This is an optimization exercise on Yosys and OpenROAD, whose aim is small area, a short achievable clock period and few clock cycles per item, not a production implementation.
Where RTL was checked, it was by simulation tests only, not by an equivalence proof against the original.

==> inputs of 01-01 <==
==> flow/design.v <==
package abump_pkg;
  localparam int ARENA_MAX_BYTES = 1048576;
  localparam int FUNC_W      = 3;
  localparam int OFF_W       = 21;
  localparam int ADDR_W      = 32;
  localparam int ALIGN_LOG_W = 4;
  localparam int ALIGN_W     = 15;
  localparam int STATUS_W    = 2;
  localparam int KIND_W      = 3;
  localparam logic [OFF_W-1:0] ARENA_MAX = OFF_W'(ARENA_MAX_BYTES);
  localparam logic [FUNC_W-1:0] FN_ALLOC     = 3'd0;
  localparam logic [FUNC_W-1:0] FN_ALLOC_NZ  = 3'd1;
  localparam logic [FUNC_W-1:0] FN_FREE      = 3'd2;
  localparam logic [FUNC_W-1:0] FN_FREE_ALL  = 3'd3;
  localparam logic [FUNC_W-1:0] FN_RESIZE    = 3'd4;
  localparam logic [FUNC_W-1:0] FN_RESIZE_NZ = 3'd5;
  localparam logic [FUNC_W-1:0] FN_SNAPSHOT  = 3'd6;
  localparam logic [FUNC_W-1:0] FN_RESTORE   = 3'd7;
  localparam logic [STATUS_W-1:0] ST_OK      = 2'd0;
  localparam logic [STATUS_W-1:0] ST_NO_MEM  = 2'd1;
  localparam logic [STATUS_W-1:0] ST_BAD_OLD = 2'd2;
  localparam logic [STATUS_W-1:0] ST_NO_FREE = 2'd3;
  localparam logic [KIND_W-1:0] K_BUMP    = 3'd0;
  localparam logic [KIND_W-1:0] K_FREE    = 3'd1;
  localparam logic [KIND_W-1:0] K_CLEAR   = 3'd2;
  localparam logic [KIND_W-1:0] K_SNAP    = 3'd3;
  localparam logic [KIND_W-1:0] K_LOAD    = 3'd4;
  localparam logic [KIND_W-1:0] K_RESIZE  = 3'd5;
  localparam logic [KIND_W-1:0] K_BAD_OLD = 3'd6;
  typedef struct packed {
    logic [KIND_W-1:0]  kind;
    logic               zeroed;
    logic [OFF_W-1:0]   size;
    logic [ALIGN_W-1:0] align_mask;
    logic [OFF_W-1:0]   old_off;
    logic [OFF_W-1:0]   old_len;
    logic               old_aligned;
    logic [OFF_W-1:0]   snap_cur;
    logic [OFF_W-1:0]   snap_prev;
  } abump_req_t;
  typedef struct packed {
    logic [STATUS_W-1:0] status;
    logic [ADDR_W-1:0]   addr;
    logic [OFF_W-1:0]    copy_len;
    logic [OFF_W-1:0]    clr_off;
    logic [OFF_W-1:0]    clr_len;
    logic [OFF_W-1:0]    cur_off;
    logic [OFF_W-1:0]    prev_off;
  } abump_rsp_t;
  typedef struct packed {
    logic empty;
    logic full;
  } abump_qstat_t;
  function automatic [OFF_W-1:0] usable_len(input [OFF_W-1:0] arena_len);
    usable_len = (arena_len < ARENA_MAX) ? arena_len : ARENA_MAX;
  endfunction
endpackage
module abump_add #(parameter int W = 8) (
  input  logic [W-1:0] a,
  input  logic [W-1:0] b,
  input  logic         ci,
  output logic [W-1:0] s,
  output logic [W:0]   cy
);
  localparam int L = (W < 2) ? 1 : (W < 4) ? 2 : (W < 8) ? 3 : (W < 16) ? 4 : (W < 32) ? 5 : 6;
  logic [L:0][W:0] g;
  logic [L:0][W:0] p;
  assign g[0][0] = ci;
  assign p[0][0] = 1'b0;
  for (genvar i = 0; i < W; i++) begin : g_pg
    assign g[0][i+1] = a[i] & b[i];
    assign p[0][i+1] = a[i] ^ b[i];
  end
  for (genvar l = 0; l < L; l++) begin : g_lvl
    for (genvar i = 0; i <= W; i++) begin : g_bit
      if ((i >> l) & 1) begin : g_join
        assign g[l+1][i] = g[l][i] | (p[l][i] & g[l][((i >> l) << l) - 1]);
        assign p[l+1][i] = p[l][i] & p[l][((i >> l) << l) - 1];
      end else begin : g_pass
        assign g[l+1][i] = g[l][i];
        assign p[l+1][i] = p[l][i];
      end
    end
  end
  for (genvar i = 0; i < W; i++) begin : g_sum
    assign s[i] = p[0][i+1] ^ g[L][i];
  end
  assign cy = g[L];
endmodule
module abump_csa #(parameter int W = 8) (
  input  logic [W-1:0] a,
  input  logic [W-1:0] b,
  input  logic [W-1:0] c,
  output logic [W-1:0] s,
  output logic [W-1:0] c2
);
  assign s  = a ^ b ^ c;
  assign c2 = (a & b) | (a & c) | (b & c);
endmodule
module arena_bump_allocator_core (
  input  logic                              clk,
  input  logic                              rst_n,
  input  logic                              cfg_valid,
  output logic                              cfg_ready,
  input  logic                              cfg_index,
  input  logic [abump_pkg::ADDR_W-1:0]      cfg_data,
  input  logic                              in_valid,
  output logic                              in_ready,
  input  logic [abump_pkg::FUNC_W-1:0]      in_func,
  input  logic [abump_pkg::OFF_W-1:0]       in_request_size,
  input  logic [abump_pkg::ALIGN_LOG_W-1:0] in_align_log2,
  input  logic [abump_pkg::ADDR_W-1:0]      in_old_address,
  input  logic [abump_pkg::OFF_W-1:0]       in_old_length,
  input  logic [abump_pkg::OFF_W-1:0]       in_snap_current,
  input  logic [abump_pkg::OFF_W-1:0]       in_snap_previous,
  output logic                              out_valid,
  input  logic                              out_ready,
  output logic [abump_pkg::STATUS_W-1:0]    out_status,
  output logic [abump_pkg::ADDR_W-1:0]      out_result_address,
  output logic [abump_pkg::OFF_W-1:0]       out_copy_length,
  output logic [abump_pkg::OFF_W-1:0]       out_clear_offset,
  output logic [abump_pkg::OFF_W-1:0]       out_clear_length,
  output logic [abump_pkg::OFF_W-1:0]       out_current_offset,
  output logic [abump_pkg::OFF_W-1:0]       out_previous_offset
);
  localparam int OW = abump_pkg::OFF_W;
  localparam int AW = abump_pkg::ALIGN_W;
  localparam int DW = abump_pkg::ADDR_W;
  logic [DW-1:0] base_r;
  logic [AW-1:0] nb_r;       
  logic [OW-1:0] usable_r;
  logic [OW-1:0] top_r, top_nxt;
  logic [OW-1:0] last_r, last_nxt;
  logic                           valid_r;
  logic [abump_pkg::STATUS_W-1:0] status_r, status_nxt;
  logic                           blk_r, blk_nxt;    
  logic                           clr_r, clr_nxt;    
  logic                           mv_r, mv_nxt;      
  logic [OW-1:0]                  copy_r;            
  logic [OW-1:0]                  clro_r;            
  logic [OW-1:0]                  clrl_r;            
  logic          acc;
  assign cfg_ready = 1'b1;
  assign in_ready  = !valid_r || out_ready;
  assign acc       = in_valid && in_ready;
  logic          f_alloc;    
  logic          f_free;
  logic          f_clear;    
  logic          f_resize;   
  logic          f_load;     
  logic          zeroed;
  logic          no_old;
  assign f_alloc  = in_func[2:1] == 2'b00;
  assign f_free   = in_func == abump_pkg::FN_FREE;
  assign f_clear  = in_func == abump_pkg::FN_FREE_ALL;
  assign f_resize = in_func[2:1] == 2'b10;
  assign f_load   = in_func == abump_pkg::FN_RESTORE;
  assign zeroed   = (in_func == abump_pkg::FN_ALLOC) || (in_func == abump_pkg::FN_RESIZE);
  assign no_old   = (in_old_address == '0) || (in_old_length == '0);
  logic [AW-1:0] mask;
  logic [AW:0]   gt;         
  logic          bump_inc;
  logic [OW:0]   run;        
  logic [OW:0]   boff;
  for (genvar j = 0; j < AW; j++) begin : g_mask
    assign mask[j] = (j < in_align_log2);
  end
  assign nb_r[0] = base_r[0];
  for (genvar j = 1; j < AW; j++) begin : g_nb
    assign nb_r[j] = base_r[j] ^ (|base_r[j-1:0]);
  end
  abump_add #(AW) u_gt (.a(top_r[AW-1:0]), .b(~nb_r), .ci(1'b0), .s(), .cy(gt));
  assign bump_inc = gt[in_align_log2];
  assign run[0] = 1'b1;
  for (genvar j = 1; j <= OW; j++) begin : g_run
    logic [j-1:0] bits;
    for (genvar i = 0; i < j; i++) begin : g_bit
      assign bits[i] = top_r[i] | ((i < AW) ? mask[i] : 1'b0);
    end
    assign run[j] = &bits;
  end
  for (genvar j = 0; j < OW; j++) begin : g_boff
    if (j < AW) begin : g_lo
      assign boff[j] = mask[j] ? nb_r[j] : (top_r[j] ^ (bump_inc & run[j]));
    end else begin : g_hi
      assign boff[j] = top_r[j] ^ (bump_inc & run[j]);
    end
  end
  assign boff[OW] = bump_inc & run[OW];
  logic [OW-1:0] room;
  logic [OW:0]   room_cy;
  abump_add #(OW) u_room (.a(usable_r), .b(~in_request_size), .ci(1'b1), .s(room), .cy(room_cy));
  logic [OW-1:0] cand_b;
  logic [OW+1:0] fb_cy;
  logic          fit_b;
  abump_add #(OW) u_cand_b (.a(boff[OW-1:0]), .b(in_request_size), .ci(1'b0), .s(cand_b), .cy());
  abump_add #(OW+1) u_fit_b (.a({1'b0, room}), .b(~boff), .ci(1'b1), .s(), .cy(fb_cy));
  assign fit_b = room_cy[OW] && fb_cy[OW+1];
  logic [OW-1:0] cand_ip;
  logic [OW:0]   fi_cy;
  logic          fit_ip;
  abump_add #(OW) u_cand_ip (.a(last_r), .b(in_request_size), .ci(1'b0), .s(cand_ip), .cy());
  abump_add #(OW) u_fit_ip (.a(room), .b(~last_r), .ci(1'b1), .s(), .cy(fi_cy));
  assign fit_ip = room_cy[OW] && fi_cy[OW];
  logic [DW-1:0] blk_addr;   
  logic          below;      
  logic          in_arena;   
  logic          bad;
  logic          in_place;
  abump_add #(DW) u_blk (.a(base_r), .b({11'b0, last_r}), .ci(1'b0), .s(blk_addr), .cy());
  logic [DW:0] bl_cy;
  abump_add #(DW) u_below (.a(in_old_address), .b(~base_r), .ci(1'b1), .s(), .cy(bl_cy));
  assign below = !bl_cy[DW];
  logic [DW+1:0] in_s, in_c, in_sum;
  abump_csa #(DW+2) u_in_csa (.a({2'b0, in_old_address}), .b(~{2'b0, base_r}),
                              .c(~{13'b0, usable_r}), .s(in_s), .c2(in_c));
  abump_add #(DW+2) u_in (.a(in_s), .b({in_c[DW:0], 1'b1}), .ci(1'b1), .s(in_sum), .cy());
  assign in_arena = in_sum[DW+1];
  assign bad      = below || !in_arena;
  logic [OW-1:0] ip_x, ip_p, ip_q, ip_e;
  assign ip_x = base_r[OW-1:0] ^ last_r;
  assign ip_p = ip_x ^ {base_r[OW-2:0] & last_r, 1'b0};   
  assign ip_q = ip_x ^ {base_r[OW-2:0] | last_r, 1'b0};   
  assign ip_e[0] = in_old_address[0] ^ ip_x[0];
  for (genvar i = 1; i < OW; i++) begin : g_ip
    assign ip_e[i] = in_old_address[i] ^ (in_old_address[i-1] ? ip_p[i] : ip_q[i]);
  end
  assign in_place = (ip_e == '0) && ((in_old_address[AW-1:0] & mask) == '0);
  logic [OW-1:0] tail;
  logic [OW:0]   tl_cy;
  logic          grows;
  abump_add #(OW) u_tail (.a(in_request_size), .b(~in_old_length), .ci(1'b1), .s(tail), .cy(tl_cy));
  assign grows = tl_cy[OW] && (tail != '0);
  logic [OW-1:0] cstart;
  abump_add #(OW) u_cstart (.a(last_r), .b(in_old_length), .ci(1'b0), .s(cstart), .cy());
  logic rs_bump;    
  logic rs_bad;
  logic rs_ip;      
  logic rs_mv;      
  logic do_bump;
  logic take_b;
  logic take_ip;
  assign rs_bump = f_resize && no_old;
  assign rs_bad  = f_resize && !no_old && bad;
  assign rs_ip   = f_resize && !no_old && !bad && in_place;
  assign rs_mv   = f_resize && !no_old && !bad && !in_place;
  assign do_bump = f_alloc || rs_bump || rs_mv;
  assign take_b  = do_bump && fit_b;
  assign take_ip = rs_ip && fit_ip;
  always_comb begin
    if (take_b)       top_nxt = cand_b;
    else if (take_ip) top_nxt = cand_ip;
    else if (f_clear) top_nxt = '0;
    else if (f_load)  top_nxt = in_snap_current;
    else              top_nxt = top_r;
    if (take_b)       last_nxt = boff[OW-1:0];
    else if (f_clear) last_nxt = '0;
    else if (f_load)  last_nxt = in_snap_previous;
    else              last_nxt = last_r;
    if (f_free)                                        status_nxt = abump_pkg::ST_NO_FREE;
    else if (rs_bad)                                   status_nxt = abump_pkg::ST_BAD_OLD;
    else if ((do_bump && !fit_b) || (rs_ip && !fit_ip)) status_nxt = abump_pkg::ST_NO_MEM;
    else                                               status_nxt = abump_pkg::ST_OK;
    blk_nxt = take_b || take_ip;
    clr_nxt = zeroed && (take_b || (take_ip && grows));
    mv_nxt  = rs_mv && fit_b;
  end
  always_ff @(posedge clk) begin
    if (!rst_n) begin
      base_r   <= '0;
      usable_r <= '0;
      top_r    <= '0;
      last_r   <= '0;
      valid_r  <= 1'b0;
    end else begin
      if (cfg_valid) begin
        if (cfg_index) begin
          usable_r <= abump_pkg::usable_len(cfg_data[OW-1:0]);
        end else begin
          base_r <= cfg_data;
        end
      end
      if (acc) begin
        top_r  <= top_nxt;
        last_r <= last_nxt;
      end
      valid_r <= acc || (valid_r && !out_ready);
    end
  end
  always_ff @(posedge clk) begin
    if (acc) begin
      status_r <= status_nxt;
      blk_r    <= blk_nxt;
      clr_r    <= clr_nxt;
      mv_r     <= mv_nxt;
      copy_r   <= grows ? in_old_length : in_request_size;
      clro_r   <= rs_ip ? cstart : boff[OW-1:0];
      clrl_r   <= rs_ip ? tail : in_request_size;
    end
  end
  assign out_valid           = valid_r;
  assign out_status          = status_r;
  assign out_result_address  = blk_r ? blk_addr : '0;
  assign out_copy_length     = mv_r  ? copy_r : '0;
  assign out_clear_offset    = clr_r ? clro_r : '0;
  assign out_clear_length    = clr_r ? clrl_r : '0;
  assign out_current_offset  = top_r;
  assign out_previous_offset = last_r;
endmodule
==> flow/flow/run.sh <==
#!/bin/bash
# Standard layout, with the port buffers made as buf_1 cells instead of the
# delay-cell buffers buffer_ports picks by default.
cp standard.sh standard_sh.txt
export BUFFER_PORTS_ARGS="-buffer_cell sky130_fd_sc_hd__buf_1"
bash standard.sh > standard.log 2>&1
==> flow/standard.sh <==
#!/bin/bash
# synth_recipe.tcl (not shown) runs the flow's synth.tcl, then flattens the netlist and writes it again
# the make line also repeats each setting of config.mk as NAME=value (left out here)
make -C /OpenROAD-flow-scripts/flow DESIGN_CONFIG=/design/flow/config.mk WORK_HOME=/design/flow/orfs CLKGATE_MAP_FILE= SYNTH_SCRIPT=/design/flow/synth_recipe.tcl "${@:-finish}"
==> flow/config.mk <==
export PLATFORM = sky130hd
export DESIGN_NAME = arena_bump_allocator_core
export DESIGN_NICKNAME = arena_bump_allocator_core
export VERILOG_FILES = /design/flow/design.v
export SDC_FILE = /design/flow/constraint.sdc
export NUM_CORES = 4
export LEC_CHECK = 0
export CAP_MARGIN = 20
export CORE_MARGIN = 2
export CORE_UTILIZATION = 55
export SETUP_SLACK_MARGIN = 2.5
export SLEW_MARGIN = 20
export TNS_END_PERCENT = 100
==> flow/constraint.sdc <==
create_clock -name core_clock -period 9.0 [get_ports {clk}]
set_input_delay 1.8000 -clock core_clock [delete_from_list [all_inputs] [get_ports {clk}]]
set_output_delay 1.8000 -clock core_clock [all_outputs]
set_load 0.01 [all_outputs]
==> inputs of 10-15, as changes to 01-01 <==
--- a/flow/design.v
+++ b/flow/design.v
@@ -63,5 +63,5 @@
   output logic [W:0]   cy
 );
-  localparam int L = (W < 2) ? 1 : (W < 4) ? 2 : (W < 8) ? 3 : (W < 16) ? 4 : (W < 32) ? 5 : 6;
+  localparam int L = $clog2(W + 1);
   logic [L:0][W:0] g;
   logic [L:0][W:0] p;
@@ -128,5 +128,5 @@
   localparam int DW = abump_pkg::ADDR_W;
   logic [DW-1:0] base_r;
-  logic [AW-1:0] nb_r;       
+  logic [AW-1:0] nb_r, nb_nxt;
   logic [OW-1:0] usable_r;
   logic [OW-1:0] top_r, top_nxt;
@@ -166,7 +166,7 @@
     assign mask[j] = (j < in_align_log2);
   end
-  assign nb_r[0] = base_r[0];
+  assign nb_nxt[0] = cfg_data[0];
   for (genvar j = 1; j < AW; j++) begin : g_nb
-    assign nb_r[j] = base_r[j] ^ (|base_r[j-1:0]);
+    assign nb_nxt[j] = cfg_data[j] ^ (|cfg_data[j-1:0]);
   end
   abump_add #(AW) u_gt (.a(top_r[AW-1:0]), .b(~nb_r), .ci(1'b0), .s(), .cy(gt));
@@ -269,4 +269,5 @@
     if (!rst_n) begin
       base_r   <= '0;
+      nb_r     <= '0;
       usable_r <= '0;
       top_r    <= '0;
@@ -279,4 +280,5 @@
         end else begin
           base_r <= cfg_data;
+          nb_r   <= nb_nxt;
         end
       end
==> flow/run.sh (new file) <==
#!/bin/bash
# synth_recipe.tcl (not shown) runs the flow's synth.tcl, then flattens the netlist and writes it again
# the make line also repeats each setting of config.mk as NAME=value (left out here)
make -C /OpenROAD-flow-scripts/flow DESIGN_CONFIG=/design/flow/config.mk WORK_HOME=/design/flow/orfs CLKGATE_MAP_FILE= SYNTH_SCRIPT=/design/flow/synth_recipe.tcl finish
- CORE_UTILIZATION: 55 -> 60
removed: flow/flow/run.sh
removed: flow/standard.sh
==> summary of the runs <==
In 10-15 the area after synthesis is higher than in 01-01, by 1.7%.
Between 01-01 and 10-15, the lower core utilization is in 01-01 (gap 11 points).
Of 10-15 and 01-01, 01-01 has the higher critical path depth (gap 5).
In 01-01 the cell count is larger than in 10-15, by 0.26%.
Between 10-15 and 01-01, the lower design area is in 01-01 (gap 9.6%, measured against 01-01).
In 01-01 the via count is smaller than in 10-15, by about 3%.
Against 01-01, the fmax of 10-15 is lower by about 2.4%.
Testbench counts of 01-01, summed over its fixed seeds: cycles 91,397, items 80,000.
The RTL of 10-15 was laid out without a check of its function.

## port drivers added, routing unchanged
How much do the figures lean on ideal ports? The routed layouts below were timed once more, with nothing changed but the port constraints.
Step 1 sets driving cells, clkbuf_16 on the clock port and buf_2 on the other inputs (assumed; they add their load-dependent delay and slew).
Step 2 adds t to the input delays and takes it off the output delays; t is the mean of the earliest and latest rising clock arrival at the registers after step 1. Input paths then give back, and output paths get back, about the clock's delay inside the block.
Three values: ideal, step 1, step 2; two values: the first two.
| run | shift t [ns] | setup slack, ns | worst setup path at the end | clock arrival spread, ns | worst data-port slew with drivers (ns) |
|---|---|---|---|---|---|
| 01-01 | 0.514 | 2.687 / 2.666 / 2.203 | input to register | 0.012 / 0.013 | 0.06 |
| 10-15 | 0.516 | 2.529 / 2.559 / 2.043 | input to register | 0.012 / 0.012 | 0.06 |
After both steps setup and hold are still met in every run listed. The setup slack of 10-15, which loses most, moves by +0.030 ns with the drivers and by -0.486 ns with both steps.
